This design comes from an exercise in tuning for small area on the open sky130 flow, not from production work.
RTL that was checked went through simulation tests only; none was proved equivalent to the original.
No driver is modelled on the clock port, so clocking that relies on it looks cheaper here than on a real chip.
Power figures rest on the tool's default switching activity, not on a simulated workload.

Setup of the baseline:
==> flow/design.v (excerpt) <==
module seq_mac_unit #(
    parameter int N                  = 41,
    parameter int CLK_DIV_MULTIPLIER = 50
) (
    input  logic           clk_i,
    input  logic           rst_i,
    input  logic           MUL_Start_STRB_i,
    input  logic [2*N-1:0] a_i,
    input  logic [2*N-1:0] b_i,
    input  logic [2*N-1:0] acc_i,
    output logic           MUL_Done_STRB_o,
    output logic [2*N-1:0] out_o,
    output logic           busy_o
);
Size in the first run: ~590 cells after synthesis, about 180 flip-flops, roughly 330 I/O pins, ~6700 sq um of cells after synthesis.
export LEC_CHECK = 0
export CAP_MARGIN = 20
export CORE_MARGIN = 2
export CORE_UTILIZATION = 40
export SLEW_MARGIN = 20
create_clock -name core_clock -period 10.0 [get_ports {clk_i}]
run.sh (not shown) runs the stock make flow with config.mk's settings and CLKGATE_MAP_FILE= SYNTH_SCRIPT=/design/flow/synth_recipe.tcl, a recipe that flattens the netlist after the stock synthesis.
Relative to the baseline, the following input files were edited for the candidate:
==> flow/flow/run.sh (new file) <==
#!/bin/bash
# Standard ORFS layout (the standard.sh, standard synthesis unchanged) with
# two changes of cell choice: the port buffers are the smallest buffer, and
# the clock tree uses small clock buffers without dummy loads.
set -euo pipefail
export BUFFER_PORTS_ARGS="-buffer_cell sky130_fd_sc_hd__buf_1"
export CTS_ARGS="-sink_clustering_enable -repair_clock_nets -dont_use_dummy_load -buf_list sky130_fd_sc_hd__clkbuf_8 -root_buf sky130_fd_sc_hd__clkbuf_8"
bash standard.sh > standard.log 2>&1
==> flow/standard.sh (new file) <==
#!/bin/bash
# synth_recipe.tcl (not shown) runs the flow's synth.tcl, then flattens the netlist and writes it again
# the make line also repeats each setting of config.mk as NAME=value (left out here)
make -C /OpenROAD-flow-scripts/flow DESIGN_CONFIG=/design/flow/config.mk WORK_HOME=/design/flow/orfs CLKGATE_MAP_FILE= SYNTH_SCRIPT=/design/flow/synth_recipe.tcl "${@:-finish}"
removed: flow/run.sh
Results
Going from the baseline to the candidate, fraction of met3 tracks used by global routing grows by 0.27 points. In the candidate relative to the baseline, total leakage power had gone down by more than 10%. The candidate ends up with a sequential share of layout area that is 8.8 points higher than in the baseline. Relative to the baseline, the post-layout minimum cycle time of the candidate is lower by 25 ps. On switching share of total power: the candidate sits above the baseline. Changes observed in the candidate relative to the baseline: post-route total power went down, maximum clock frequency moved up, number of cells on the critical path neither gained nor lost much.
Function was not checked in any run of this note: the RTL went through the layout flow alone.


Setup of alpha:
Another version of the RTL of seq_mac_unit (not shown whole).
Size in the first run: about 490 cells after synthesis, ~180 flip-flops, ~330 I/O pins, roughly 6000 µm² of cells after synthesis.
## seq_mac_unit
module seq_mac_unit #(
    parameter int N                  = 41,
    parameter int CLK_DIV_MULTIPLIER = 50
) (
    input  logic           clk_i,
    input  logic           rst_i,
    input  logic           MUL_Start_STRB_i,
    input  logic [2*N-1:0] a_i,
    input  logic [2*N-1:0] b_i,
    input  logic [2*N-1:0] acc_i,
    output logic           MUL_Done_STRB_o,
    output logic [2*N-1:0] out_o,
    output logic           busy_o
);
export LEC_CHECK = 0
export CAP_MARGIN = 0
export CORE_MARGIN = 2
export CORE_UTILIZATION = 55
export PLACE_DENSITY = 0.68
export SLEW_MARGIN = 0
export SYNTH_HIERARCHICAL = 1
export SYNTH_MINIMUM_KEEP_SIZE = 0
create_clock -name core_clock -period 10.0 [get_ports {clk_i}]
standard.sh (not shown) runs the stock make flow with config.mk's settings and CLKGATE_MAP_FILE= SYNTH_SCRIPT=/design/flow/synth_recipe.tcl, a recipe that flattens the netlist after the stock synthesis.
==> flow/flow/run.sh <==
#!/bin/bash
# Standard ORFS layout (the standard.sh, standard synthesis unchanged) with
# changes of cell choice only: the port buffers are the smallest buffer, the
# clock tree is built from clkbuf_8 without dummy loads, and after CTS each
# clock buffer is downsized where the flip-flop clock slew stays low.
set -euo pipefail
export BUFFER_PORTS_ARGS="-buffer_cell sky130_fd_sc_hd__buf_1"
export CTS_ARGS="-sink_clustering_enable -repair_clock_nets -dont_use_dummy_load -buf_list sky130_fd_sc_hd__clkbuf_8 -root_buf sky130_fd_sc_hd__clkbuf_8"
export POST_CTS_TCL="$PWD/flow/downsize.tcl"
bash standard.sh > standard.log 2>&1
==> flow/flow/downsize.tcl <==
# Downsize clock buffers to clkbuf_4 (then clkbuf_2) where the flip-flop clock
# pins they drive keep a slew under the limit (placement parasitics).
proc ctsd_worst_clk_slew {} {
  set worst 0
  foreach pin [get_pins -hierarchical */CLK] {
    set s [get_property $pin slew_max]
    if {$s > $worst} {set worst $s}
  }
  return $worst
}
set ctsd_limit 0.124
estimate_parasitics -placement
foreach size {4 2} {
  foreach inst [get_cells *] {
    set m [get_property $inst ref_name]
    if {![string match "sky130_fd_sc_hd__clkbuf_*" $m]} continue
    set cur [string range $m [expr [string last _ $m]+1] end]
    if {$cur <= $size} continue
    replace_cell $inst sky130_fd_sc_hd__clkbuf_$size
    estimate_parasitics -placement
    if {[ctsd_worst_clk_slew] > $ctsd_limit} {
      replace_cell $inst $m
      estimate_parasitics -placement
    } else {
      puts "CTSD [get_property $inst name] $m -> clkbuf_$size"
    }
  }
}
puts "CTSD worst clock slew [ctsd_worst_clk_slew]"
detailed_placement
check_placement
alpha finished end to end and its layout was clean on timing, DRC and antenna.
Edits applied to the flow inputs when going from alpha to beta:
diff --git a/flow/flow/downsize.tcl b/flow/flow/downsize.tcl
--- a/flow/flow/downsize.tcl
+++ b/flow/flow/downsize.tcl
@@ -11 +11 @@
-set ctsd_limit 0.124
+set ctsd_limit 0.120
Results
- Cmp alpha and beta / part of the cycle the worst path needs / lower: beta
- Reported for alpha and beta, final sequential cell count turned out identical to the last digit.
- alpha and beta ended up with nearly the same overall track demand over capacity in global routing.
- XOR/XNOR share of the synthesized area came out exactly the same in alpha and beta.
- beta: signal arrival time at the worst endpoint 0.03 ns below alpha
- beta: clock period minus worst slack lower than alpha
- beta against alpha: number of antenna violations at the first check in global routing roughly the same, wire length reported by the detailed router held.
Inputs modified between beta and gamma:
- swapping 55 for 40 in CORE_UTILIZATION
- clearing PLACE_DENSITY, which used to be 0.68
diff --git a/flow/flow/downsize.tcl b/flow/flow/downsize.tcl
--- a/flow/flow/downsize.tcl
+++ b/flow/flow/downsize.tcl
@@ -11 +11 @@
-set ctsd_limit 0.120
+set ctsd_limit 0.110
## What came out
- Compared with beta, gamma shows a higher first-pass GRT wire length.
- For largest fanout on the critical path, dividing the value from beta by the value from gamma gives 1.2.
- Total power: gamma above beta
- Compared with beta, gamma shows number of vias after detailed routing that has gone down slightly.
- gamma against beta: switching part of the total decreased by 0.16 points relative to the old numbers, pin count of the biggest net entering global routing increased by about 15% relative to the old numbers.
For delta, these inputs were changed with respect to gamma:
- CORE_UTILIZATION: 40 -> 55
- PLACE_DENSITY: unset -> 0.68
- ABC_CLOCK_PERIOD_IN_PS: unset -> 10000
diff --git a/flow/flow/downsize.tcl b/flow/flow/downsize.tcl
--- a/flow/flow/downsize.tcl
+++ b/flow/flow/downsize.tcl
@@ -11 +11 @@
-set ctsd_limit 0.110
+set ctsd_limit 0.120
Notes after the runs:
| portion of total power attributed to the clock network | higher: gamma |
Going from gamma to delta, number of non-clock buffers shows a reduction of 0.39%, effective utilization at floorplan went up, total wirelength of the detailed-routed design fell 2.0%.
Of the two values seen for source of the critical timing path, MUL_Start_STRB_i was produced by delta and busy_q$_DFF_PP0_ by gamma.
The global-route usage in delta sits 6.1 points above the value recorded for gamma.
Across both runs, post-route clock period utilization was higher for delta than for gamma.
gamma reports its type of the worst setup path as flip-flop to primary output while delta reports primary input to flip-flop.
Comparing utilization after layout for delta and gamma, the smaller number came from gamma.
In the flow results for delta and gamma, the highest attainable clock frequency is larger on gamma.
[compare] base=gamma new=delta: met1 usage increased by 8.6 points relative to the old numbers, growth of design area from synthesis to finish decreased by 1.4 points relative to the old numbers, total power decreased by 1.2% relative to the old numbers.


Another version of the RTL of seq_mac_unit (not shown whole).
For scale: ~490 cells after synthesis, about 180 flip-flops.
==> flow/config.mk <==
export PLATFORM = sky130hd
export DESIGN_NAME = seq_mac_unit
export DESIGN_NICKNAME = seq_mac_unit
export VERILOG_FILES = /design/flow/design.v
export SDC_FILE = /design/flow/constraint.sdc
export NUM_CORES = 4
export LEC_CHECK = 0
export CAP_MARGIN = 0
export CORE_MARGIN = 2
export CORE_UTILIZATION = 60
export PLACE_DENSITY = 0.8
export SLEW_MARGIN = 0
export SYNTH_HIERARCHICAL = 1
export SYNTH_MINIMUM_KEEP_SIZE = 0
==> flow/constraint.sdc <==
create_clock -name core_clock -period 10.0 [get_ports {clk_i}]
set_input_delay 2.0000 -clock core_clock [delete_from_list [all_inputs] [get_ports {clk_i}]]
set_output_delay 2.0000 -clock core_clock [all_outputs]
set_load 0.01 [all_outputs]
==> flow/flow/downsize.tcl <==
# Downsize clock buffers to clkbuf_4 (then clkbuf_2) where the flip-flop clock
# pins they drive keep a slew under the limit (placement parasitics).
proc ctsd_worst_clk_slew {} {
  set worst 0
  foreach pin [get_pins -hierarchical */CLK] {
    set s [get_property $pin slew_max]
    if {$s > $worst} {set worst $s}
  }
  return $worst
}
set ctsd_limit 0.120
estimate_parasitics -placement
foreach size {4 2} {
  foreach inst [get_cells *] {
    set m [get_property $inst ref_name]
    if {![string match "sky130_fd_sc_hd__clkbuf_*" $m]} continue
    set cur [string range $m [expr [string last _ $m]+1] end]
    if {$cur <= $size} continue
    replace_cell $inst sky130_fd_sc_hd__clkbuf_$size
    estimate_parasitics -placement
    if {[ctsd_worst_clk_slew] > $ctsd_limit} {
      replace_cell $inst $m
      estimate_parasitics -placement
    } else {
      puts "CTSD [get_property $inst name] $m -> clkbuf_$size"
    }
  }
}
puts "CTSD worst clock slew [ctsd_worst_clk_slew]"
detailed_placement
check_placement
Scripts as last shown in full above: flow/flow/run.sh
Then changed:
CORE_UTILIZATION = 55   (was 60)
PLACE_DENSITY = 0.86   (was 0.8)
Outcome: The changed run completed without violations; final cell count rose by 0.90%; via count rose by 1.8%; sequential power barely changes; flip-flop and latch count does not change.
Then changed:
PLACE_DENSITY = 0.68   (was 0.86)
Routed wire length shrinks by 6.8%.
Total power goes down by 1.2%.
Final area hardly moves.
Area after synthesis is unchanged.
Fmax came out lower by 18%.
Clock power increases by about 3%.
Cell count stays the same.
Worst hold slack gets worse by 0.013 ns.

-- what the ideal ports hide --
The flow's constraints put no driver on any port. The routed layouts listed below were extracted and timed again, unchanged, in two steps. Step 1 sets driving cells, clkbuf_16 on the clock port and buf_2 on the other inputs (assumed; they add their load-dependent delay and slew). Step 2 times the ports against the registers' clock, not the clock port: input delays grow and output delays shrink by t, the midpoint of the rising clock arrivals with the driver on. Slacks: no drivers / after step 1 / after step 2; pairs: no drivers / after step 1.
run	shift t [ns]	slack for setup (ns)	worst setup path at the end	worst register clock-pin slew, ns	worst data-port slew with drivers (ns)
the baseline	0.462	6.113 / 6.120 / 5.659	input to register	0.07 / 0.07	0.06
the candidate	0.454	6.138 / 6.140 / 5.687	input to register	0.10 / 0.10	0.06
alpha	0.575	6.134 / 6.149 / 5.574	input to register	0.12 / 0.12	0.05
beta	0.583	6.152 / 6.167 / 5.584	input to register	0.11 / 0.11	0.05
gamma	0.585	6.280 / 6.247 / 5.839	input to register	0.10 / 0.10	0.06
delta	0.583	6.152 / 6.167 / 5.584	input to register	0.11 / 0.11	0.05
the first run of note 3	0.671	6.376 / 6.382 / 5.710	input to register	0.12 / 0.12	0.07
the second run of note 3	0.547	6.563 / 6.562 / 6.015	input to register	0.11 / 0.11	0.06
the third run of note 3	0.589	5.798 / 5.765 / 5.967	input to register	0.11 / 0.11	0.09
After both steps setup and hold are still met in every run listed. The setup slack of the first run of note 3, which loses most, moves by +0.006 ns with the drivers and by -0.666 ns with both steps.
